From an optimization exercise on the open Yosys and OpenROAD flow, aimed at small area and a short achievable clock period; shortcuts taken in it are not production practice. At most, simulation tests tie the RTL to the original design; equivalence was not proved. Function not checked in runs 4 to 6: the RTL went through the layout flow alone.

==> flow/design.v (outline; a module is shown in full before it is edited, if it fits) <==
// module bfly_dot: 1092 lines
// module bfly_engine_top: 180 lines
module bfly_engine_top #(
  parameter int data_width = DATA_WIDTH,
  parameter int bu_par     = BU_PAR,
  parameter int frac_bits  = FRAC_BITS
) (
  input  logic                           clk,
  input  logic                           rst_n,
  input  logic                           up_vld,
  input  logic signed [data_width-1:0]   up_dat,
  input  logic                           cfg_we,
  input  logic [CFG_ADDR_W-1:0]          cfg_addr,
  input  logic [CFG_DATA_W-1:0]          cfg_wdata,
  output logic                           dn_vld,
  output logic [2*bu_par*data_width-1:0] dn_dat
);
  // ...
==> flow/flow/run.sh <==
#!/bin/bash
# The standard layout (the standard.sh, which runs the standard synthesis
# unchanged), with two ORFS arguments set:
#  - port buffers use buf_2 instead of the default delay-cell buffer;
#  - clock tree synthesis inserts no dummy balancing loads.
# Each tool's full output goes to the ORFS logs under orfs/logs, and the
# make output to standard.log here.
set -euo pipefail
export BUFFER_PORTS_ARGS="-buffer_cell sky130_fd_sc_hd__buf_2"
export CTS_ARGS="-sink_clustering_enable -repair_clock_nets -buf_list sky130_fd_sc_hd__clkbuf_16 -sink_clustering_size 30 -sink_clustering_max_diameter 60 -dont_use_dummy_load"
bash standard.sh > standard.log 2>&1
==> flow/standard.sh <==
#!/bin/bash
# synth_recipe.tcl (not shown) runs the flow's synth.tcl, then flattens the netlist and writes it again
# the make line also repeats each setting of config.mk as NAME=value (left out here)
make -C /OpenROAD-flow-scripts/flow DESIGN_CONFIG=/design/flow/config.mk WORK_HOME=/design/flow/orfs CLKGATE_MAP_FILE= SYNTH_SCRIPT=/design/flow/synth_recipe.tcl "${@:-finish}"
==> flow/config.mk <==
export PLATFORM = sky130hd
export DESIGN_NAME = bfly_engine_top
export DESIGN_NICKNAME = bfly_engine_top
export VERILOG_FILES = /design/flow/design.v
export SDC_FILE = /design/flow/constraint.sdc
export NUM_CORES = 4
export LEC_CHECK = 0
export CAP_MARGIN = 20
export CELL_PAD_IN_SITES_DETAIL_PLACEMENT = 1
export CELL_PAD_IN_SITES_GLOBAL_PLACEMENT = 1
export CORE_MARGIN = 2
export CORE_UTILIZATION = 50
export CTS_BUF_LIST = sky130_fd_sc_hd__clkbuf_8
export CTS_CLUSTER_DIAMETER = 50
export CTS_CLUSTER_SIZE = 20
export SETUP_SLACK_MARGIN = 5
export SLEW_MARGIN = 20
==> flow/constraint.sdc <==
create_clock -name core_clock -period 8.0 [get_ports {clk}]
set_input_delay 1.6000 -clock core_clock [delete_from_list [all_inputs] [get_ports {clk}]]
set_output_delay 1.6000 -clock core_clock [all_outputs]
set_load 0.01 [all_outputs]
==> metrics.md, run 1 <==
| Metric | Value |
|---|---|
| Status | no timing/DRC/antenna violations |
| Most used DFF post-synth | edfxtp_1 |
| Yosys warns | 16 |
| Synth Area in Compound Gates | 8.89% |
| Crit-path leading delay family | adder cells |
| CP required | 8.51 ns |
| Final Hold Viols | 0 |
| First-pass DRT Iterations | 6 |
| Register area share after synthesis | 63.4% |
| Multi-input gates | 1913 |
| Synth top area share | 40.9% |
| Largest net degree at the start of global routing | 226 |
| Cell row count | 117 |
| Share of layout cells above drive strength 1 | 11.6% |
| Fin Hold WS | 0.309 ns |
| Area leader, netlist | edfxtp_1 |
| RSZ-0062 raised after global routing | yes |
| Clock Path Buffers | 3 |
| Hold-critical path depth | 0 |
| GRT Overall Usage | 25.5% |
| Multiplexer share of the synthesized area | 2.17% |
| Slowest-stage cell, CP | dfxtp_1 |
| Post-route worst setup slack | 5.02 ns |
| Final WL | 134 mm |
| Port bufs | 184 |
| CP max FO | 16 |
==> run 2: changes to the inputs <==
==> flow/flow/run.sh (replaced) <==
#!/bin/bash
# The standard layout (the standard.sh, which runs the standard synthesis
# unchanged), with two ORFS arguments set:
#  - port buffers use buf_2 instead of the default delay-cell buffer;
#  - clock tree synthesis inserts no dummy balancing loads;
#  - timing repair aims for 5.25 ns of setup slack (a 2.75 ns period).
# Each tool's full output goes to the ORFS logs under orfs/logs, and the
# make output to standard.log here.
set -euo pipefail
export BUFFER_PORTS_ARGS="-buffer_cell sky130_fd_sc_hd__buf_2"
export CTS_ARGS="-sink_clustering_enable -repair_clock_nets -buf_list sky130_fd_sc_hd__clkbuf_16 -sink_clustering_size 30 -sink_clustering_max_diameter 60 -dont_use_dummy_load"
bash standard.sh SETUP_SLACK_MARGIN=5.25 finish > standard.log 2>&1
--- a/flow/config.mk
+++ b/flow/config.mk
@@ -14,4 +14,3 @@
 export CTS_CLUSTER_DIAMETER = 50
 export CTS_CLUSTER_SIZE = 20
-export SETUP_SLACK_MARGIN = 5
 export SLEW_MARGIN = 20
==> run 2 against run 1 <==
Effect of this change: still clean on timing, DRC and antenna; hold slack worse by 0.025 ns; critical path type is now reg -> out; flip-flop and latch count did not move; critical path depth down 4; synthesized cell count unchanged; wire length up 2.1%.
==> metrics.md, run 2 <==
| Metric | Value |
|---|---|
| Post-route worst setup slack | 5.15 ns (+0.132 ns) |
| Vias | 29538 |
| Worst-Margin Slew | 1.13 ns |
| Synth area leaders | edfxtp_1, dfxtp_1, fa_1 |
| Initial antenna violation count | 10 |
| Global route total overflow | 0 |
| Unique masters post-synth | 64 |
| Area Overhead vs Synth | 10.0% |
| Chip width | 324 µm |
| Final number of max-transition violations | 0 |
| Crit-path leading delay family | flip-flops |
| Cells after Synth | 3902 |
| Critical Path AT | 1.25 ns |
| Clock Path Buffers | 3 (unchanged) |
| Vias in the first global route | 31559 |
| Bufs and invs on worst path | 1 |
| Startpoint types | flip-flop |
| Post-synth EDFFs | 696 |
| Cell row count | 117 (unchanged) |
| Ys async rst share | 1.90% |
| Largest register FFs | 256 |
| Hold WC Path Type | reg -> reg |
| Height of the die | 324 µm |
| FF-to-FF End | dot_i.r799 |
| Most flops, register | coef_q |
| Largest net degree at the start of global routing | 98 (-57%) |
| Hold-critical path depth | 0 (unchanged) |
| Most common cell after layout, fill and taps aside | edfxtp_1 |
| CTS tree | yes |
| Synth top area share | 40.9% (unchanged) |
| Initial core utilization | 50.3% |
| Final TNS setup | 0 ns |
| DR WL/cell | 25.4 µm |
| DR vias/cell | 5.51 |
| R2r setup slk | 5.29 ns |
| Status | no timing/DRC/antenna violations |
| Top-count cell post-synth | edfxtp_1 |
| Sink Count | 1264 |
| Crit Path Class | reg -> out |
| Hold Buf Count CTS | 0 |
| First-pass DRT Iterations | 7 (+1) |
| Clk Latency, worst-skew pair | 0.72 ns |
| Most used DFF post-synth | edfxtp_1 |
| Share of layout cells above drive strength 1 | 12.4% (+0.84 points) |
| Core Region | 0.102 mm² |
| Final WL | 136 mm (+2.1%) |
| # nets final | 4324 |
| Finished Core Util | 55.3% |
| Area of the die | 0.105 mm² |
| Netlist Area Pre-Place | 0.0511 mm² |
| Fin Hold WS | 0.284 ns (-0.0253 ns) |
| Yosys warns | 16 (unchanged) |
| Max Cap Viol | 0 |
| First-pass GRT wire length | 203 mm |
| Non-filler cells in the finished layout | 5362 |
| Hold Path Sink | mask_d[3][0] |
| Boundary pin count | 185 |
| CTS buffer count | 103 |
| Commonest cells after routing, fill and taps aside | edfxtp_1, dfxtp_1, inv_1 |
| Area leader, netlist | edfxtp_1 |
| Root Buffer | clkbuf_16 |
| Inst Count DP | 5248 |
| Reg-to-reg startpoint | dot_i.r325 |
| Setup violators final | 0 |
| Syn_area_per_cell | 13.1 µm² |
| Slowest-stage cell, CP | edfxtp_1 |
| Final Hold Viols | 0 (unchanged) |
| CP Launch Point | dn_dat[3] |
| Port bufs | 184 (unchanged) |
| RD Place Congestion | 0.894 |
| 1st-iter DRT viols | 2156 |
| Register area share after synthesis | 63.4% (unchanged) |
| Depth of the worst register-to-register path | 6 |
| HP Start | mask_d[2][0] |
| CP max stage delay | 0.41 ns |
| Post-Syn Nets | 4233 |
| Worst-path clk slew | 0.08 ns |
| CP required | 6.40 ns (-2.11 ns) |
| Largest regs | coef_q x256, coef_s x224 |
| CP Cell Sequence | buf_2 |
| RSZ-0062 raised after global routing | yes |
| H-tree levels | 3 |
| Most instantiated cells after synthesis | edfxtp_1, dfxtp_1, inv_1, nand2_1, o21ai_0 |
| CP max FO | 1 (-15) |
| Residual DRC count | 0 |
| Peak Freq | 351 MHz |
| Period utilization | 35.6% |
| DP Worst Slack | 4.75 ns |
| Max_slew headroom | 24.8% |
| Worst Setup End Kind | output port |
| Synth Register Bits | 1264 |
| Tmin final | 2.85 ns |
| HPWL after DPL | 89.7 mm |
| Post-detailed-route count of antenna-violating nets | 0 |
| Clock Skews | 0.0758 ns |
| GRT Overall Usage | 26.1% (+0.60 points) |
## run 2: changes by cell type in the layout (fill, tap and decap cells not counted), sizes merged
cell and delta:
clkbuf +3, diode +1, inv -1, clkinvlp +1, buf +11
## run 2: timing repair
| item | 4_1_cts | 5_1_grt |
|---|---|---|
| buffers inserted | 3 | 4 |
| gates cloned | 0 | 1 |
| resized for setup | 90 | 64 |
| pin swaps | 5 | 3 |
| hold endpoints to repair | 0 | 0 |
| setup endpoints to repair | 433 | 287 |
## run 2: cells by family after synthesis
| family | synth area share (%) |
|---|---|
| adders and majority gates | 9.90 |
| buffers and inverters | 5.42 |
| xor gates and xnor gates | 5.40 |
| muxes | 2.17 |
| AOI/OAI and AO/OA | 8.89 |
| and+or+nand+nor | 4.79 |
| DFF | 63.4 |
## run 2: layer usage
layer,share of wire (%),GRT usage (%),vias up
li1,-,-,13280
met1,43,35.2,15249
met2,50,44.2,809
met3,5.0,3.69,200
met4,2.2,7.66,0
met5,0,0,-
## run 2: how the worst max path moves through the flow
stage                     slack, ns         end  cells after the start
after floorplan                5.25  dot_i.r772                      8
after global placement         4.76  dot_i.r783                      7
after detailed placement       4.75  dot_i.r783                      7
after CTS                      5.09   dn_dat[3]                      1
after global routing           5.09   dn_dat[3]                      1
final                          5.15   dn_dat[3]                      1
## run 2: through the flow
stage	cell area [µm²]
2_1_floorplan	51100
3_3_place_gp	53100
3_5_place_dp	53100
4_1_cts	55900
5_1_grt	56200
6_report	56200
## run 2: final cells by class
| class | instances | area [µm²] |
|---|---|---|
| Fill cell | 10091 | 45400 |
| Sequential cell | 1264 | 32600 |
| Multi-Input combinational cell | 1913 | 16100 |
| Clock buffer | 103 | 2580 |
| Inverter | 479 | 1810 |
| Tap cell | 1368 | 1710 |
| Timing Repair Buffer | 232 | 1360 |
| Antenna cell | 3 | 7.51 |
## run 2: worst reg2reg max path, cell delays in order, from the launching register on
cell	delay (ns)
dfxtp_2	0.72
a22oi_1	0.23
xnor2_1	0.18
fa_1	0.42
fa_1	0.53
inv_1	0.06
fa_1	0.44
==> run 3: changes to the inputs <==
--- a/flow/flow/run.sh
+++ b/flow/flow/run.sh
@@ -1,7 +1,8 @@
 #!/bin/bash
 # The standard layout (the standard.sh, which runs the standard synthesis
-# unchanged), with two ORFS arguments set:
+# unchanged), with these ORFS arguments set:
 #  - port buffers use buf_2 instead of the default delay-cell buffer;
-#  - clock tree synthesis inserts no dummy balancing loads;
+#  - clock tree synthesis uses clkbuf_16, clusters of up to 30 sinks within
+#    60 um, and inserts no dummy balancing loads;
 #  - timing repair aims for 5.25 ns of setup slack (a 2.75 ns period).
 # Each tool's full output goes to the ORFS logs under orfs/logs, and the
--- a/flow/config.mk
+++ b/flow/config.mk
@@ -11,6 +11,3 @@
 export CORE_MARGIN = 2
 export CORE_UTILIZATION = 50
-export CTS_BUF_LIST = sky130_fd_sc_hd__clkbuf_8
-export CTS_CLUSTER_DIAMETER = 50
-export CTS_CLUSTER_SIZE = 20
 export SLEW_MARGIN = 20
==> run 3 against run 2 <==
Effect of this change: still clean; utilization did not move; register-to-register slack about the same; flip-flop and latch count unchanged; final area unchanged; critical path type unchanged.
==> metrics.md, run 3 <==
| Metric | Value |
|---|---|
| First-pass DRT Iterations | 7 (unchanged) |
| Share of layout cells above drive strength 1 | 12.4% (unchanged) |
| Finished Core Util | 55.3% (unchanged) |
| Synth top area share | 40.9% (unchanged) |
| Most common cell after layout, fill and taps aside | edfxtp_1 |
| Period utilization | 35.6% (unchanged) |
| CP Cell Sequence | buf_2 |
| Most flops, register | coef_q |
| Initial antenna violation count | 10 (unchanged) |
| Root Buffer | clkbuf_16 |
| H-tree levels | 3 (unchanged) |
| Cell row count | 117 (unchanged) |
| Yosys warns | 16 (unchanged) |
| CTS buffer count | 103 (unchanged) |
| Worst path depth | 1 (unchanged) |
| Largest register FFs | 256 (unchanged) |
| Area of the die | 0.105 mm² (unchanged) |
| Fillers | 10091 (unchanged) |
| FF-to-FF End | dot_i.r799 |
| Worst-path clk slew | 0.08 ns (about the same) |
| Worst Setup End Kind | output port |
| DR WL/cell | 25.4 µm (unchanged) |
| Unique masters post-synth | 64 (unchanged) |
| Slowest-stage cell, CP | edfxtp_1 |
| DR vias/cell | 5.51 (unchanged) |
| CP max stage delay | 0.41 ns (about the same) |
| HPWL after DPL | 89.7 mm (unchanged) |
| Final TNS setup | 0 ns (unchanged) |
| Area Overhead vs Synth | 10.0% (unchanged) |
| Most used DFF post-synth | edfxtp_1 |
| Bufs and invs on worst path | 1 (unchanged) |
| Clk Latency, worst-skew pair | 0.72 ns (about the same) |
| Reg-to-reg startpoint | dot_i.r325 |
| Hold Buf Count CTS | 0 (unchanged) |
| Area leader, netlist | edfxtp_1 |
| Depth of the worst register-to-register path | 6 (unchanged) |
| Residual DRC count | 0 (unchanged) |
| Boundary pin count | 185 (unchanged) |
| Max Cap Viol | 0 (unchanged) |
| 1st-iter DRT viols | 2156 (unchanged) |
| First-pass GRT wire length | 203 mm (unchanged) |
| Commonest cells after routing, fill and taps aside | edfxtp_1, dfxtp_1, inv_1 |
| Chip width | 324 µm (unchanged) |
| Final number of max-transition violations | 0 (unchanged) |
| Global route total overflow | 0 (unchanged) |
| Tmin final | 2.85 ns (unchanged) |
| Setup violators final | 0 (unchanged) |
| Crit Path Class | reg -> out |
| # nets final | 4324 (unchanged) |
| Register area share after synthesis | 63.4% (unchanged) |
| CP Launch Point | dn_dat[3] |
| Worst-Margin Slew | 1.13 ns (unchanged) |
| Crit-path leading delay family | flip-flops |
| Largest net degree at the start of global routing | 98 (unchanged) |
| Hold WC Path Type | reg -> reg |
| Initial core utilization | 50.3% (unchanged) |
| Post-detailed-route count of antenna-violating nets | 0 (unchanged) |
| Post-route worst setup slack | 5.15 ns (unchanged) |
| Startpoint types | flip-flop |
| Peak Freq | 351 MHz (unchanged) |
| Vias | 29538 (unchanged) |
| DP Worst Slack | 4.75 ns (unchanged) |
| CTS tree | yes |
| Critical Path AT | 1.25 ns (about the same) |
| Status | no timing/DRC/antenna violations |
| Post-synth EDFFs | 696 (unchanged) |
| Synth area leaders | edfxtp_1, dfxtp_1, fa_1 |
| Netlist Area Pre-Place | 0.0511 mm² (unchanged) |
| CP max FO | 1 (unchanged) |
| Top-count cell post-synth | edfxtp_1 |
| Syn_area_per_cell | 13.1 µm² (unchanged) |
| Clock Path Buffers | 3 (unchanged) |
| Fin Hold WS | 0.284 ns (unchanged) |
| Synth Register Bits | 1264 (unchanged) |
| Vias in the first global route | 31559 (unchanged) |
| Post-Syn Nets | 4233 (unchanged) |
| R2r setup slk | 5.29 ns (about the same) |
| Final Hold Viols | 0 (unchanged) |
| Worst setup endpoint | dn_dat[3] |
| Largest regs | coef_q x256, coef_s x224 |
| Clock Skews | 0.0758 ns (unchanged) |
| GRT Overall Usage | 26.1% (unchanged) |
| Ys async rst share | 1.90% (unchanged) |
| RD Place Congestion | 0.894 (unchanged) |
| Height of the die | 324 µm (unchanged) |
| Sink Count | 1264 (unchanged) |
| Port bufs | 184 (unchanged) |
| Core Region | 0.102 mm² (unchanged) |
| CP required | 6.40 ns (about the same) |
| Most instantiated cells after synthesis | edfxtp_1, dfxtp_1, inv_1, nand2_1, o21ai_0 |
| Final WL | 136 mm (unchanged) |
| Cells after Synth | 3902 (unchanged) |
| Max_slew headroom | 24.8% (unchanged) |
| RSZ-0062 raised after global routing | yes |
-- run 3: cell counts in the layout (fill, tap and decap cells not counted) --
Identical to the previous run, type by type.
-- run 3: worst min-delay path by stage --
stage,depth (start not counted),start,end
3_3_place_gp,0,mask_d[2][0],mask_d[3][0]
6_report,0,mask_d[2][0],mask_d[3][0]
5_1_grt,0,mask_d[2][0],mask_d[3][0]
2_1_floorplan,0,mask_d[1][0],mask_d[2][0]
3_5_place_dp,0,mask_d[1][3],mask_d[2][3]
4_1_cts,0,mask_d[2][0],mask_d[3][0]
-- run 3: metrics by stage --
| stage | area (µm²) | cells |
|---|---|---|
| after floorplan | 51100 | 3902 |
| after global placement | 53100 | 5248 |
| final | 56200 | 5362 |
| after CTS | 55900 | 5354 |
| after global routing | 56200 | 5359 |
| after detailed placement | 53100 | 5248 |
-- run 3: logic make-up after synthesis --
group           share of synthesized area, %
fa+ha+maj                               9.90
xor+xnor                                5.40
flops                                   63.4
simple gates                            4.79
mux                                     2.17
buf+inv                                 5.42
compound gates                          8.89
-- run 3: area by class of cell --
class / count / area [µm²] / share of cell area [%]
flip-flops and latches: 1264 / 32600 / 58.0
inverters: 479 / 1810 / 3.23
clock buffers: 103 / 2580 / 4.59
multi-input cells: 1913 / 16100 / 28.7
repair buffers: 232 / 1360 / 2.41
diodes: 3 / 7.51 / 0.0134
well taps: 1368 / 1710 / 3.05
-- run 3: repair_timing --
action,in CTS,in global routing
setup endpoints to repair,433,287
setup buffers,3,4
resized for setup,90,64
gates cloned,0,1
pin swaps,5,3
-- run 3: layer usage --
metal	part of all wire (%)	GRT usage, %
met4	2.2	7.66
met2	50	44.2
met3	5.0	3.69
met5	0	0
met1	43	35.2
==> module bfly_engine_top, before the edit <==
module bfly_engine_top #(
  parameter int data_width = DATA_WIDTH,
  parameter int bu_par     = BU_PAR,
  parameter int frac_bits  = FRAC_BITS
) (
  input  logic                           clk,
  input  logic                           rst_n,
  input  logic                           up_vld,
  input  logic signed [data_width-1:0]   up_dat,
  input  logic                           cfg_we,
  input  logic [CFG_ADDR_W-1:0]          cfg_addr,
  input  logic [CFG_DATA_W-1:0]          cfg_wdata,
  output logic                           dn_vld,
  output logic [2*bu_par*data_width-1:0] dn_dat
);
  localparam int DW = 16;
  logic                  in_vld, in_we;
  logic [DW-1:0]         in_dat;
  logic [CFG_ADDR_W-1:0] in_addr;
  logic [CFG_DATA_W-1:0] in_wdata;
  always_ff @(posedge clk or negedge rst_n) begin
    if (!rst_n) begin
      in_vld <= 1'b0;
      in_we  <= 1'b0;
    end else begin
      in_vld <= up_vld;
      in_we  <= cfg_we;
    end
  end
  always_ff @(posedge clk) begin
    in_dat   <= up_dat;
    in_addr  <= cfg_addr;
    in_wdata <= cfg_wdata;
  end
  logic [2:0]    lane_cnt;
  logic          grp_last;            
  logic          grp_done;            
  logic [DW-1:0] slot [7];
  logic [DW-1:0] samp_s [8];
  assign grp_last = in_vld && (lane_cnt == 3'd7);
  always_ff @(posedge clk or negedge rst_n) begin
    if (!rst_n) begin
      lane_cnt <= '0;
      grp_done <= 1'b0;
    end else begin
      grp_done <= grp_last;
      if (in_vld) lane_cnt <= lane_cnt + 3'd1;
    end
  end
  always_ff @(posedge clk) begin
    for (int k = 0; k < 7; k++) begin
      if (in_vld && lane_cnt == 3'(k)) slot[k] <= in_dat;
    end
    if (grp_last) begin
      for (int j = 0; j < 7; j++) samp_s[j] <= slot[j];
      samp_s[7] <= in_dat;
    end
  end
  logic [9:0]    cfg_set;
  logic [23:0]   perm_q, rec_q;
  logic [DW-1:0] coef_q [16];
  logic [23:0]   perm_eff, rec_eff;
  logic [DW-1:0] coef_eff [16];
  logic [23:0]   ident;
  always_ff @(posedge clk or negedge rst_n) begin
    if (!rst_n) begin
      cfg_set <= '0;
    end else if (in_we) begin
      for (int w = 0; w < 10; w++) begin
        if (in_addr == 4'(w)) cfg_set[w] <= 1'b1;
      end
    end
  end
  always_ff @(posedge clk) begin
    if (in_we) begin
      if (in_addr == 4'd0) perm_q <= in_wdata[23:0];
      if (in_addr == 4'd1) rec_q  <= in_wdata[23:0];
      for (int m = 0; m < 8; m++) begin
        if (in_addr == 4'(2 + m)) begin
          coef_q[2*m]   <= in_wdata[15:0];
          coef_q[2*m+1] <= in_wdata[31:16];
        end
      end
    end
  end
  for (genvar i = 0; i < 8; i++) begin : g_ident
    assign ident[3*i +: 3] = 3'(i);
  end
  assign perm_eff = cfg_set[0] ? perm_q : ident;
  assign rec_eff  = cfg_set[1] ? rec_q  : ident;
  for (genvar n = 0; n < 16; n++) begin : g_coef_eff
    assign coef_eff[n] = cfg_set[2 + n/2] ? coef_q[n] : '0;
  end
  logic [2*DW-1:0] coef_s [7];
  logic [23:0]     perm_s;
  logic [23:0]     rec_s;
  logic            busy;                
  logic [2:0]      step;
  logic            act;
  logic [2:0]      k_now;
  logic [5:0]      perm_pair;
  logic [2*DW-1:0] coef_pair;
  logic [23:0]     rec_now;
  always_ff @(posedge clk or negedge rst_n) begin
    if (!rst_n) begin
      busy <= 1'b0;
      step <= '0;
    end else begin
      if (grp_done) begin
        busy <= 1'b1;
        step <= 3'd1;
      end else if (busy) begin
        step <= step + 3'd1;
        if (step == 3'd7) busy <= 1'b0;
      end
    end
  end
  logic [23:0] perm_byp;
  logic [5:0]  sel_q;
  assign perm_byp = (in_we && in_addr == 4'd0) ? in_wdata[23:0] : perm_eff;
  always_ff @(posedge clk) begin
    if (grp_last) begin
      sel_q <= perm_byp[5:0];
    end else if (busy && step[0] && step != 3'd7) begin
      sel_q <= perm_s[6*(step[2:1]+2'd1) +: 6];
    end
  end
  always_ff @(posedge clk) begin
    if (grp_done) begin
      rec_s  <= rec_eff;
      perm_s <= perm_eff;
    end
    for (int m = 0; m < 7; m++) begin
      if (grp_done || m == 6) begin
        coef_s[m] <= {coef_eff[4*((m+1)/2) + 2 + (m+1)%2], coef_eff[4*((m+1)/2) + (m+1)%2]};
      end else begin
        coef_s[m] <= coef_s[m+1];
      end
    end
  end
  assign act       = grp_done || busy;
  assign k_now     = grp_done ? 3'd0 : step;
  assign perm_pair = sel_q;
  assign coef_pair = grp_done ? {coef_eff[2], coef_eff[0]} : coef_s[0];
  assign rec_now   = grp_done ? rec_eff : rec_s;
  logic [DW-1:0] y;
  logic [7:0]    mask;
  logic [7:0]    mask_d [DOT_STAGES+1];
  logic          last_d [DOT_STAGES+1];
  bfly_dot dot_i (
    .clk (clk),
    .a0  (samp_s[perm_pair[2:0]]),
    .a1  (samp_s[perm_pair[5:3]]),
    .b0  (coef_pair[DW-1:0]),
    .b1  (coef_pair[2*DW-1:DW]),
    .y   (y)
  );
  for (genvar i = 0; i < 8; i++) begin : g_mask
    assign mask[i] = act && (rec_now[3*i +: 3] == k_now);
  end
  assign mask_d[0] = mask;
  assign last_d[0] = busy && (step == 3'd7);
  always_ff @(posedge clk or negedge rst_n) begin
    if (!rst_n) begin
      for (int s = 1; s <= DOT_STAGES; s++) last_d[s] <= 1'b0;
      dn_vld <= 1'b0;
    end else begin
      for (int s = 1; s <= DOT_STAGES; s++) last_d[s] <= last_d[s-1];
      dn_vld <= last_d[DOT_STAGES];
    end
  end
  always_ff @(posedge clk) begin
    for (int s = 1; s <= DOT_STAGES; s++) mask_d[s] <= mask_d[s-1];
  end
  always_ff @(posedge clk) begin
    for (int i = 0; i < 8; i++) begin
      if (mask_d[DOT_STAGES][i]) dn_dat[DW*i +: DW] <= y;
    end
  end
endmodule
==> run 4: changes to the inputs <==
--- a/flow/design.v
+++ b/flow/design.v
@@ -1123,18 +1123,9 @@
   logic [CFG_ADDR_W-1:0] in_addr;
   logic [CFG_DATA_W-1:0] in_wdata;
-  always_ff @(posedge clk or negedge rst_n) begin
-    if (!rst_n) begin
-      in_vld <= 1'b0;
-      in_we  <= 1'b0;
-    end else begin
-      in_vld <= up_vld;
-      in_we  <= cfg_we;
-    end
-  end
-  always_ff @(posedge clk) begin
-    in_dat   <= up_dat;
-    in_addr  <= cfg_addr;
-    in_wdata <= cfg_wdata;
-  end
+  assign in_vld   = up_vld;
+  assign in_dat   = up_dat;
+  assign in_we    = cfg_we;
+  assign in_addr  = cfg_addr;
+  assign in_wdata = cfg_wdata;
   logic [2:0]    lane_cnt;
   logic          grp_last;            
==> run 4 against run 3 <==
Effect of this change: still clean on timing, DRC and antenna; sequential share of layout area is 0.34 points higher; die area is 3.3% lower; flip-flop and latch count is 54 lower; count of clock-buffer cells in the layout is 13 lower; clock skew is 0.0021 ns lower; first-iteration DRC count is 10% higher; maximum frequency is 3.2% lower; critical path type is now in -> reg; critical endpoint is now coef_q[10][9].
==> metrics.md, run 4 <==
| Metric | Value |
|---|---|
| Status | no timing/DRC/antenna violations |
| Final WL | 129 mm (-5.6%) |
| First-pass DRT Iterations | 5 (-2) |
| Hold WC Path Type | reg -> reg |
| Setup violators final | 0 (unchanged) |
| Largest net degree at the start of global routing | 92 (-6.1%) |
| RSZ-0062 raised after global routing | yes |
| Peak Freq | 340 MHz (-3.2%) |
| RD Place Congestion | 0.842 (-5.8%) |
| Area leader, netlist | edfxtp_1 |
| Met3 usage in global routing | 2.72% (-0.97 points) |
| Synth top area share | 42.4% (+1.4 points) |
| Startpoint types | input port |
| CP max stage delay | 0.92 ns (+0.51 ns) |
| CP required | 8.33 ns (+1.93 ns) |
| Sink Count | 1210 (-4.3%) |
| Post-synth EDFFs | 696 (unchanged) |
| Synth area leaders | edfxtp_1, dfxtp_1, fa_1 |
| Initial core utilization | 50.3% (about the same) |
| Ys async rst share | 1.82% (-0.081 points) |
| Period utilization | 36.8% (+1.2 points) |
| Largest register FFs | 256 (unchanged) |
| Finished Core Util | 55.0% (-0.30 points) |
| Crit Path Class | in -> reg |
| Most instantiated cells after synthesis | edfxtp_1, dfxtp_1, a22oi_1, inv_1, fa_1 |
| Netlist Area Pre-Place | 0.0493 mm² (-3.4%) |
| Vias in the first global route | 29628 (-6.1%) |
| Area of the die | 0.101 mm² (-3.3%) |
| Most used DFF post-synth | edfxtp_1 |
| Initial antenna violation count | 8 (-2) |
| Largest regs | coef_q x256, coef_s x224 |
| Yosys warns | 16 (unchanged) |
| Final Hold Viols | 0 (unchanged) |
| Global route total overflow | 0 (unchanged) |
| Core Region | 0.0981 mm² (-3.4%) |
| Most common cell after layout, fill and taps aside | edfxtp_1 |
| Cells after Synth | 3426 (-12%) |
| # nets final | 3829 (-11%) |
| Non-filler cells in the finished layout | 4784 (-11%) |
| Root Buffer | clkbuf_16 |
| Synth Register Bits | 1210 (-4.3%) |
| Post-Syn Nets | 3757 (-11%) |
| Height of the die | 318 µm (-1.7%) |
| Worst-path clk slew | 0.09 ns (about the same) |
| Tmin final | 2.94 ns (+0.0929 ns) |
| Inst Count DP | 4679 (-11%) |
| CTS buffer count | 90 (-13%) |
| H-tree levels | 3 (unchanged) |
| DR vias/cell | 5.78 (+4.9%) |
| Final number of max-transition violations | 0 (unchanged) |
| Slowest-stage cell, CP | nor2_2 |
| Area of the multi-input gates | 0.0163 mm² (+0.97%) |
| Worst Setup End Kind | flip-flop |
| Clock Skews | 0.0737 ns (-0.00206 ns) |
| Final TNS setup | 0 ns (unchanged) |
| Chip width | 318 µm (-1.7%) |
| GRT Overall Usage | 25.3% (-0.83 points) |
| Boundary pin count | 185 (unchanged) |
| Clk Latency, worst-skew pair | 0.68 ns (-0.04 ns) |
| Met1 usage | 35.2% (about the same) |
| Worst-Margin Slew | 1.17 ns (+0.0406 ns) |
| Clock Path Buffers | 3 (unchanged) |
| Grt peak-use layer | met2 |
| Register area share after synthesis | 63.4% (about the same) |
| CTS tree | yes |
| 1st-iter DRT viols | 2379 (+10%) |
| Unique masters post-synth | 71 (+11%) |
| Commonest cells after routing, fill and taps aside | edfxtp_1, dfxtp_1, a22oi_1 |
| Fillers | 9279 (-8.0%) |
| DR WL/cell | 26.9 µm (+5.8%) |
| Max Cap Viol | 0 (unchanged) |
| Syn_area_per_cell | 14.4 µm² (+10%) |
| First-pass GRT wire length | 192 mm (-5.2%) |
| Max_slew headroom | 22.1% (-2.7 points) |
| Top-count cell post-synth | edfxtp_1 |
| Port bufs | 184 (unchanged) |
| HPWL after DPL | 85.5 mm (-4.7%) |
| Critical Path AT | 3.28 ns (+2.03 ns) |
| Post-detailed-route count of antenna-violating nets | 0 (unchanged) |
| Most flops, register | coef_q |
| Reg area | 0.0315 mm² (-3.4%) |
| Cell row count | 115 (-1.7%) |
| Met2 usage | 42.6% (-1.6 points) |
| CP max FO | 16 (+15) |
| Residual DRC count | 0 (unchanged) |
| Share of layout cells above drive strength 1 | 14.9% (+2.4 points) |
| CP Cell Sequence | buf_2, nand3b_1, nor2_2 |
| Area Overhead vs Synth | 9.37% |
| Vias | 27658 (-6.4%) |
==> run 4: repair_timing <==
item,CTS,global route
pin swaps,4,10
setup endpoints to repair,334,325
gates cloned,1,4
buffers inserted,2,7
gates resized for setup,96,49
hold buffers,0,0
==> run 4: critical path: cells and delay by family <==
family | cells | cell delay, ns
and+or+nand+nor | 2 | 1.56
buffers and inverters | 1 | 0.11
==> run 4: per-layer routing <==
layer / up-vias / part of all wire (%)
li1: 12254 / -
met1: 14528 / 44
met2: 711 / 49
met3: 165 / 4.5
met4: 0 / 2.0
met5: - / 0
==> run 4: cells by family (layout without fill, tap and decap cells) <==
group / Yosys count / count (layout) / synth area share (%)
AOI/OAI and AO/OA: 681 / 681 / 10.5
buffers and inverters: 516 / 581 / 4.20
xor gates and xnor gates: 313 / 313 / 5.56
other: 0 / 1 / 0
and+or+nand+nor: 343 / 348 / 3.47
muxes: 88 / 88 / 2.63
DFF: 1210 / 1210 / 63.4
adders and majority gates: 275 / 275 / 10.2
==> run 4: path summary, 6_finish.rpt <==
| path | startpoint | endpoint | slack [ns] | cells after the start |
|---|---|---|---|---|
| max reg2reg | dot_i.r760 | dot_i.cin_q | 5.06 | 11 |
| min | mask_d[2][1] | mask_d[3][1] | 0.32 | 0 |
| max | cfg_addr[3] | coef_q[10][9] | 5.06 | 3 |
| min reg2reg | mask_d[2][1] | mask_d[3][1] | 0.32 | 0 |
| max in group asynchronous | rst_n | grp_done | 6.36 | 1 |
| min in group asynchronous | rst_n | cfg_set[5] | 1.00 | 1 |
==> run 4: final cells by class <==
| type | count | area share [%] |
|---|---|---|
| flip-flops and latches | 1210 | 58.4 |
| multi-input cells | 1705 | 30.2 |
| repair buffers | 226 | 2.44 |
| well taps | 1287 | 2.98 |
| clock buffers | 90 | 4.17 |
| diodes | 1 | 0.00464 |
| inverters | 265 | 1.89 |
==> run 4: stage by stage <==
stage / hold WS [ns] / area (µm²) / worst slack [ns]
after detailed placement: 0.314 / 51200 / 3.93
after CTS: 0.325 / 53700 / 5.03
after global placement: 0.311 / 51200 / 4.08
after floorplan: 0.310 / 49500 / 4.82
after global routing: 0.327 / 54000 / 4.92
final: 0.315 / 54000 / 5.06
==> run 5: changes to the inputs <==
--- a/flow/config.mk
+++ b/flow/config.mk
@@ -11,3 +11,3 @@
 export CORE_MARGIN = 2
 export CORE_UTILIZATION = 50
-export SLEW_MARGIN = 20
+export SLEW_MARGIN = 60
==> run 5 against run 4 <==
Effect of this change: first-iteration DRC count stayed put; critical path type is now reg -> reg; flip-flop and latch count stayed put; die area unchanged.
==> metrics.md, run 5 <==
| Metric | Value |
|---|---|
| Synth top area share | 42.4% (unchanged) |
| Top-count cell post-synth | edfxtp_1 |
| Initial core utilization | 50.3% (unchanged) |
| Sink Count | 1210 (unchanged) |
| Bufs and invs on worst path | 2 (+1) |
| RSZ-0062 raised after global routing | yes |
| GRT Overall Usage | 25.4% (+0.059 points) |
| Most common cell after layout, fill and taps aside | edfxtp_1 |
| Post-detailed-route count of antenna-violating nets | 0 (unchanged) |
| Worst-Margin Slew | 0.573 ns (-0.593 ns) |
| Non-filler cells in the finished layout | 4801 (+0.36%) |
| Post-synth EDFFs | 696 (unchanged) |
| Height of the die | 318 µm (unchanged) |
| Final number of max-transition violations | 0 (unchanged) |
| Hold-critical path depth | 0 (unchanged) |
| Port bufs | 184 (unchanged) |
| CP max stage delay | 0.56 ns (-0.36 ns) |
| Most used DFF post-synth | edfxtp_1 |
| Worst Setup End Kind | flip-flop |
| Netlist Area Pre-Place | 0.0493 mm² (unchanged) |
| First-pass GRT wire length | 193 mm (+0.35%) |
| Worst-path clk slew | 0.07 ns (-0.02 ns) |
| Vias in the first global route | 29672 (+0.15%) |
| CTS buffer count | 90 (unchanged) |
| Synth area leaders | edfxtp_1, dfxtp_1, fa_1 |
| Residual DRC count | 0 (unchanged) |
| DR vias/cell | 5.76 (-0.31%) |
| Root Buffer | clkbuf_16 |
| Max_slew headroom | 61.8% (+40 points) |
| Crit Path Class | reg -> reg |
| Most frequent CP cell | fa_1 |
| Fin Hold WS | 0.318 ns (+0.00230 ns) |
| Most flops, register | coef_q |
| Cell row count | 115 (unchanged) |
| Final TNS setup | 0 ns (unchanged) |
| Commonest cells after routing, fill and taps aside | edfxtp_1, dfxtp_1, a22oi_1 |
| Period utilization | 36.9% (+0.098 points) |
| Area leader, netlist | edfxtp_1 |
| Largest net degree at the start of global routing | 92 (unchanged) |
| FF-to-FF End | dot_i.cin_q |
| Critical Path AT | 3.46 ns (+0.18 ns) |
| DR WL/cell | 26.8 µm (-0.67%) |
| Unique masters post-synth | 71 (unchanged) |
| Crit-path leading delay family | adder cells |
| Largest regs | coef_q x256, coef_s x224 |
| Initial antenna violation count | 5 (-3) |
| Chip width | 318 µm (unchanged) |
| Startpoint types | flip-flop |
| Cells after Synth | 3426 (unchanged) |
| Inst Count DP | 4698 (+0.41%) |
| CP Launch Point | dot_i.r773 |
| Reg-to-reg startpoint | dot_i.r773 |
| R2r setup slk | 5.05 ns (about the same) |
| First-pass DRT Iterations | 5 (unchanged) |
| Clk Latency, worst-skew pair | 0.72 ns (+0.04 ns) |
| Clock Skews | 0.0753 ns (+0.00162 ns) |
| RD Place Congestion | 0.842 (unchanged) |
| 1st-iter DRT viols | 2379 (unchanged) |
| Global route total overflow | 0 (unchanged) |
| Register area share after synthesis | 63.4% (unchanged) |
| CP Cell Sequence | inv_1, fa_1, fa_1, fa_1, inv_2, ha_4, a211o_1, a211oi_2, o21ai_2, o221a_4 |
| HP Start | mask_d[2][3] |
| Synth Register Bits | 1210 (unchanged) |
| Clock Path Buffers | 3 (unchanged) |
| CP required | 8.50 ns (+0.17 ns) |
| Area of the die | 0.101 mm² (unchanged) |
| Post-Syn Nets | 3757 (unchanged) |
| Syn_area_per_cell | 14.4 µm² (unchanged) |
| Peak Freq | 339 MHz (-0.26%) |
| Boundary pin count | 185 (unchanged) |
| HPWL after DPL | 86.6 mm (+1.3%) |
| H-tree levels | 3 (unchanged) |
| Tmin final | 2.95 ns (+0.00780 ns) |
| CTS tree | yes |
| Ys async rst share | 1.82% (unchanged) |
| Final WL | 128 mm (-0.32%) |
| Setup violators final | 0 (unchanged) |
| Most instantiated cells after synthesis | edfxtp_1, dfxtp_1, a22oi_1, inv_1, fa_1 |
| Status | no timing/DRC/antenna violations |
| Slowest-stage cell, CP | fa_1 |
| CP max FO | 2 (-14) |
| DP Worst Slack | 4.49 ns (+0.551 ns) |
| Fillers | 9232 (-0.51%) |
| Post-route worst setup slack | 5.05 ns (-0.00780 ns) |
| Area Overhead vs Synth | 10.2% |
| Hold Path Sink | mask_d[3][3] |
| Final Hold Viols | 0 (unchanged) |
| # nets final | 3842 (+0.34%) |
| Depth of the worst register-to-register path | 10 (-1) |
| Vias | 27670 (+0.043%) |
| Yosys warns | 16 (unchanged) |
| Hold WC Path Type | reg -> reg |
| Core Region | 0.0981 mm² (unchanged) |
| Max Cap Viol | 0 (unchanged) |
| Largest register FFs | 256 (unchanged) |
| Share of layout cells above drive strength 1 | 15.9% (+1.0 points) |
==> run 5: cell types whose count changed in the layout (fill, tap and decap cells not counted), moves of 5 or more <==
cell     before  now
and2_4        1    6
buf_4        35   29
buf_6         6   26
buf_8         0    6
dfrtp_1      20   15
dfxtp_2      33   23
dfxtp_4      40   53
==> run 5: routing by layer <==
layer | share of wire (%) | GRT usage (%)
met1 | 44 | 35.2
met2 | 49 | 42.7
met3 | 4.8 | 3.03
met4 | 2.1 | 6.37
met5 | 0 | 0
==> run 5: final cells by class <==
type	count	area, µm²	area share [%]
Clock buffer	90	2250	4.14
Sequential cell	1210	31500	58.0
Multi-Input combinational cell	1700	16300	30.0
Tap cell	1287	1610	2.96
Inverter	265	1020	1.88
Timing Repair Buffer	244	1620	2.98
Antenna cell	5	12.5	0.0230
==> run 5: cell families (layout without fill, tap and decap cells) <==
group | Yosys count | after routing | share of synthesized area (%)
AOI/OAI and AO/OA | 681 | 681 | 10.5
xor gates and xnor gates | 313 | 313 | 5.56
adders and majority gates | 275 | 275 | 10.2
buffers and inverters | 516 | 599 | 4.20
DFF | 1210 | 1210 | 63.4
muxes | 88 | 88 | 2.63
other | 0 | 5 | 0
and+or+nand+nor | 343 | 343 | 3.47
==> run 5: worst max path at each step <==
stage,slack [ns],depth (start not counted),to
global route,4.90,10,dot_i.cin_q
detailed placement,4.49,6,sel_q[1]
CTS,4.99,10,dot_i.cin_q
finish,5.05,10,dot_i.cin_q
floorplan,4.82,2,coef_q[10][0]
global placement,4.08,4,sel_q[4]
==> run 5: metrics by stage <==
stage / instance area (µm²) / utilization (%)
2_1_floorplan: 49500 / -
3_3_place_gp: 51200 / 52.2
3_5_place_dp: 51700 / 52.7
4_1_cts: 54100 / 55.1
5_1_grt: 54400 / 55.4
6_report: 54400 / 55.4
==> run 5: timing repair <==
action                     CTS  global route
hold buffers                 0             0
pin swaps                    3             8
setup endpoints to repair  172           164
buffers inserted             3             2
resized for setup           26            50
==> run 6: changes to the inputs <==
==> flow/flow/run.sh (replaced) <==
#!/bin/bash
# The standard layout (the standard.sh, which runs the standard synthesis
# unchanged), with these ORFS arguments set:
#  - port buffers use buf_2 instead of the default delay-cell buffer;
#  - clock tree synthesis uses clkbuf_16, clusters of up to 30 sinks within
#    60 um, and inserts no dummy balancing loads;
#  - timing repair aims for 5.4 ns of setup slack (a 2.6 ns period).
# Each tool's full output goes to the ORFS logs under orfs/logs, and the
# make output to standard.log here.
set -euo pipefail
export BUFFER_PORTS_ARGS="-buffer_cell sky130_fd_sc_hd__buf_2"
export CTS_ARGS="-sink_clustering_enable -repair_clock_nets -buf_list sky130_fd_sc_hd__clkbuf_16 -sink_clustering_size 30 -sink_clustering_max_diameter 60 -dont_use_dummy_load"
bash standard.sh SETUP_SLACK_MARGIN=5.4 finish > standard.log 2>&1
--- a/flow/config.mk
+++ b/flow/config.mk
@@ -11,3 +11,3 @@
 export CORE_MARGIN = 2
 export CORE_UTILIZATION = 50
-export SLEW_MARGIN = 60
+export SLEW_MARGIN = 20
==> run 6 against run 5 <==
Effect of this change: clock skew increased by 0.017 ns; cell count is 1.7% higher; critical path depth grew 1; maximum frequency is 0.35% lower; area after synthesis is the same; utilization grew 1.3 points; non-clock buffer count grew 71; register-to-register slack is essentially flat; hold slack better by 0.0026 ns; critical path type unchanged; highest routed layer unchanged.
==> metrics.md, run 6 <==
| Metric | Value |
|---|---|
| Height of the die | 318 µm (unchanged) |
| Clock Skews | 0.0926 ns (+0.0173 ns) |
| Area Overhead vs Synth | 12.7% |
| Sink Count | 1210 (unchanged) |
| HPWL after DPL | 83.6 mm (-3.5%) |
| Commonest cells after routing, fill and taps aside | edfxtp_1, dfxtp_1, inv_1 |
| GRT Overall Usage | 25.6% (+0.25 points) |
| Netlist Area Pre-Place | 0.0493 mm² (unchanged) |
| CP Cell Sequence | ha_2, fa_1, inv_1, fa_1, inv_1, ha_1, a21o_1, a211o_1, a211oi_2, o21ai_2, o221a_4 |
| # nets final | 3926 (+2.2%) |
| Cells after Synth | 3426 (unchanged) |
| Most used DFF post-synth | edfxtp_1 |
| Bufs and invs on worst path | 2 (unchanged) |
| Reg-to-reg startpoint | dot_i.r761 |
| Register area share after synthesis | 63.4% (unchanged) |
| Largest net degree at the start of global routing | 141 (+53%) |
| Largest register FFs | 256 (unchanged) |
| Root Buffer | clkbuf_16 |
| Boundary pin count | 185 (unchanged) |
| CTS tree | yes |
| Final TNS setup | 0 ns (unchanged) |
| H-tree levels | 3 (unchanged) |
| Non-filler cells in the finished layout | 4881 (+1.7%) |
| Final Hold Viols | 0 (unchanged) |
| R2r setup slk | 5.04 ns (about the same) |
| Vias in the first global route | 29939 (+0.90%) |
| Final WL | 134 mm (+4.4%) |
| Hold Buf Count CTS | 0 (unchanged) |
| Most instantiated cells after synthesis | edfxtp_1, dfxtp_1, a22oi_1, inv_1, fa_1 |
| CP max stage delay | 0.48 ns (-0.08 ns) |
| Worst Setup End Kind | flip-flop |
| Max_slew headroom | 24.7% (-37 points) |
| Clock Path Buffers | 3 (unchanged) |
| First-pass DRT Iterations | 5 (unchanged) |
| HP Start | mask_d[1][1] |
| Residual DRC count | 0 (unchanged) |
| Clk Latency, worst-skew pair | 0.70 ns (-0.02 ns) |
| Period utilization | 37.0% (+0.13 points) |
| Initial antenna violation count | 3 (-2) |
| Startpoint types | flip-flop |
| Vias | 28127 (+1.7%) |
| Final number of max-transition violations | 0 (unchanged) |
| Synth top area share | 42.4% (unchanged) |
| Hold WC Path Type | reg -> reg |
| First-pass GRT wire length | 194 mm (+0.57%) |
| Slowest-stage cell, CP | fa_1 |
| Worst-Margin Slew | 1.13 ns (+0.554 ns) |
| Largest regs | coef_q x256, coef_s x224 |
| Yosys warns | 16 (unchanged) |
| CP Launch Point | dot_i.r761 |
| Most flops, register | coef_q |
| Most common cell after layout, fill and taps aside | edfxtp_1 |
| Post-Syn Nets | 3757 (unchanged) |
| DR WL/cell | 27.5 µm (+2.7%) |
| Chip width | 318 µm (unchanged) |
| Synth Register Bits | 1210 (unchanged) |
| Ys async rst share | 1.82% (unchanged) |
| Synth area leaders | edfxtp_1, dfxtp_1, fa_1 |
| Area of the die | 0.101 mm² (unchanged) |
| Cell row count | 115 (unchanged) |
| Max Cap Viol | 0 (unchanged) |
| Tmin final | 2.96 ns (+0.0104 ns) |
| CP max FO | 2 (unchanged) |
| Syn_area_per_cell | 14.4 µm² (unchanged) |
| Worst-path clk slew | 0.08 ns (about the same) |
| Share of layout cells above drive strength 1 | 19.3% (+3.4 points) |
| DR vias/cell | 5.76 (about the same) |
| DP Area | 0.0512 mm² (-1.1%) |
| CP required | 8.51 ns (about the same) |
| Unique masters post-synth | 71 (unchanged) |
| Area leader, netlist | edfxtp_1 |
| Global route total overflow | 0 (unchanged) |
| Port bufs | 184 (unchanged) |
| Initial core utilization | 50.3% (unchanged) |
| Post-route cell area | 0.0556 mm² (+2.3%) |
| Crit Path Class | reg -> reg |
| Post-detailed-route count of antenna-violating nets | 0 (unchanged) |
| Critical Path AT | 3.47 ns (about the same) |
| 1st-iter DRT viols | 2331 (-2.0%) |
| RSZ-0062 raised after global routing | yes |
| Status | no timing/DRC/antenna violations |
| Peak Freq | 337 MHz (-0.35%) |
| Post-synth EDFFs | 696 (unchanged) |
| Inst Count DP | 4671 (-0.57%) |
| RD Place Congestion | 0.846 (+0.48%) |
| Crit-path leading delay family | adder cells |
| Setup violators final | 0 (unchanged) |
| Core Region | 0.0981 mm² (unchanged) |
| CTS buffer count | 93 (+3.3%) |
| Top-count cell post-synth | edfxtp_1 |
## run 6: cell counts after synthesis
Identical to the previous run, type by type.
## run 6: timing repair
action | in CTS | in global routing
buffers inserted | 16 | 90
gates cloned | 7 | 3
pin swaps | 24 | 43
gates resized for setup | 189 | 126
setup endpoints to repair | 697 | 468
## run 6: path summary, 6_finish.rpt
kind,to,cells after the start
min in group asynchronous,cfg_set[8],1
worst max register to register,dot_i.cin_q,11
max in group asynchronous,grp_done,1
worst min-delay path,mask_d[2][1],0
worst min register to register,mask_d[2][1],0
worst max-delay path,dot_i.cin_q,11
## run 6: kinds of logic (layout without fill, tap and decap cells)
logic type,Yosys count,in the layout,synth area share (%)
flops,1210,1210,63.4
mux,88,88,2.63
buf+inv,516,675,4.20
compound gates,681,681,10.5
xor+xnor,313,313,5.56
other cells,0,1,0
fa+ha+maj,275,275,10.2
simple gates,343,351,3.47
## run 6: layout make-up
class                   instances  area (µm²)
fillers                      9177       42500
flip-flops and latches       1210       31600
multi-input cells            1708       16700
repair buffers                315        2350
clock buffers                  93        2330
well taps                    1287        1610
inverters                     265        1050
repair inverters                2        20.0
diodes                          1        2.50
## run 6: per-layer routing
metal / global-route usage (%) / vias to the layer above / wire, µm
met5: 0 / - / 0
met4: 6.67 / 0 / 3100
met3: 3.24 / 180 / 6470
met2: 43.3 / 784 / 65800
met1: 35.3 / 14712 / 58700
li1: - / 12451 / -
## run 6: per-stage QoR
step / hold slack, ns / util [%] / setup slack, ns
2_1_floorplan: 0.310 / - / 4.82
3_3_place_gp: 0.313 / 52.1 / 4.21
3_5_place_dp: 0.313 / 52.1 / 4.11
4_1_cts: 0.324 / 55.2 / 5.00
5_1_grt: 0.332 / 56.7 / 4.91
6_report: 0.320 / 56.7 / 5.04

## separate check: timing with driven ports
Ports are ideal in the flow. The routed layouts listed here were re-timed in OpenROAD.
Step 1: set_driving_cell puts a clkbuf_16 on clk and a buf_2 on each other input, an assumption about the parent block.
Step 2 moves the port delays by t, midway between the first and last clock arrival at a register: inputs arrive t later, outputs are due t later. That takes back most of the time a late clock gives input paths.
Three values: ideal, step 1, step 2; two values: the first two.
run	shift t [ns]	setup slack, ns	worst hold slack (ns)
run 1	0.742	5.016 / 5.016 / 5.016	0.309 / 0.309 / 0.309
run 2	0.746	5.148 / 5.078 / 5.288	0.284 / 0.284 / 0.284
run 3	0.746	5.148 / 5.078 / 5.288	0.284 / 0.284 / 0.284
run 4	0.729	5.055 / 5.058 / 4.378	0.315 / 0.315 / 0.315
run 5	0.738	5.047 / 5.047 / 4.670	0.318 / 0.318 / 0.318
run 6	0.727	5.037 / 5.037 / 4.549	0.320 / 0.320 / 0.320
After both steps setup and hold are still met in every run listed. The setup slack of run 4, which loses most, moves by +0.003 ns with the drivers and by -0.677 ns with both steps.
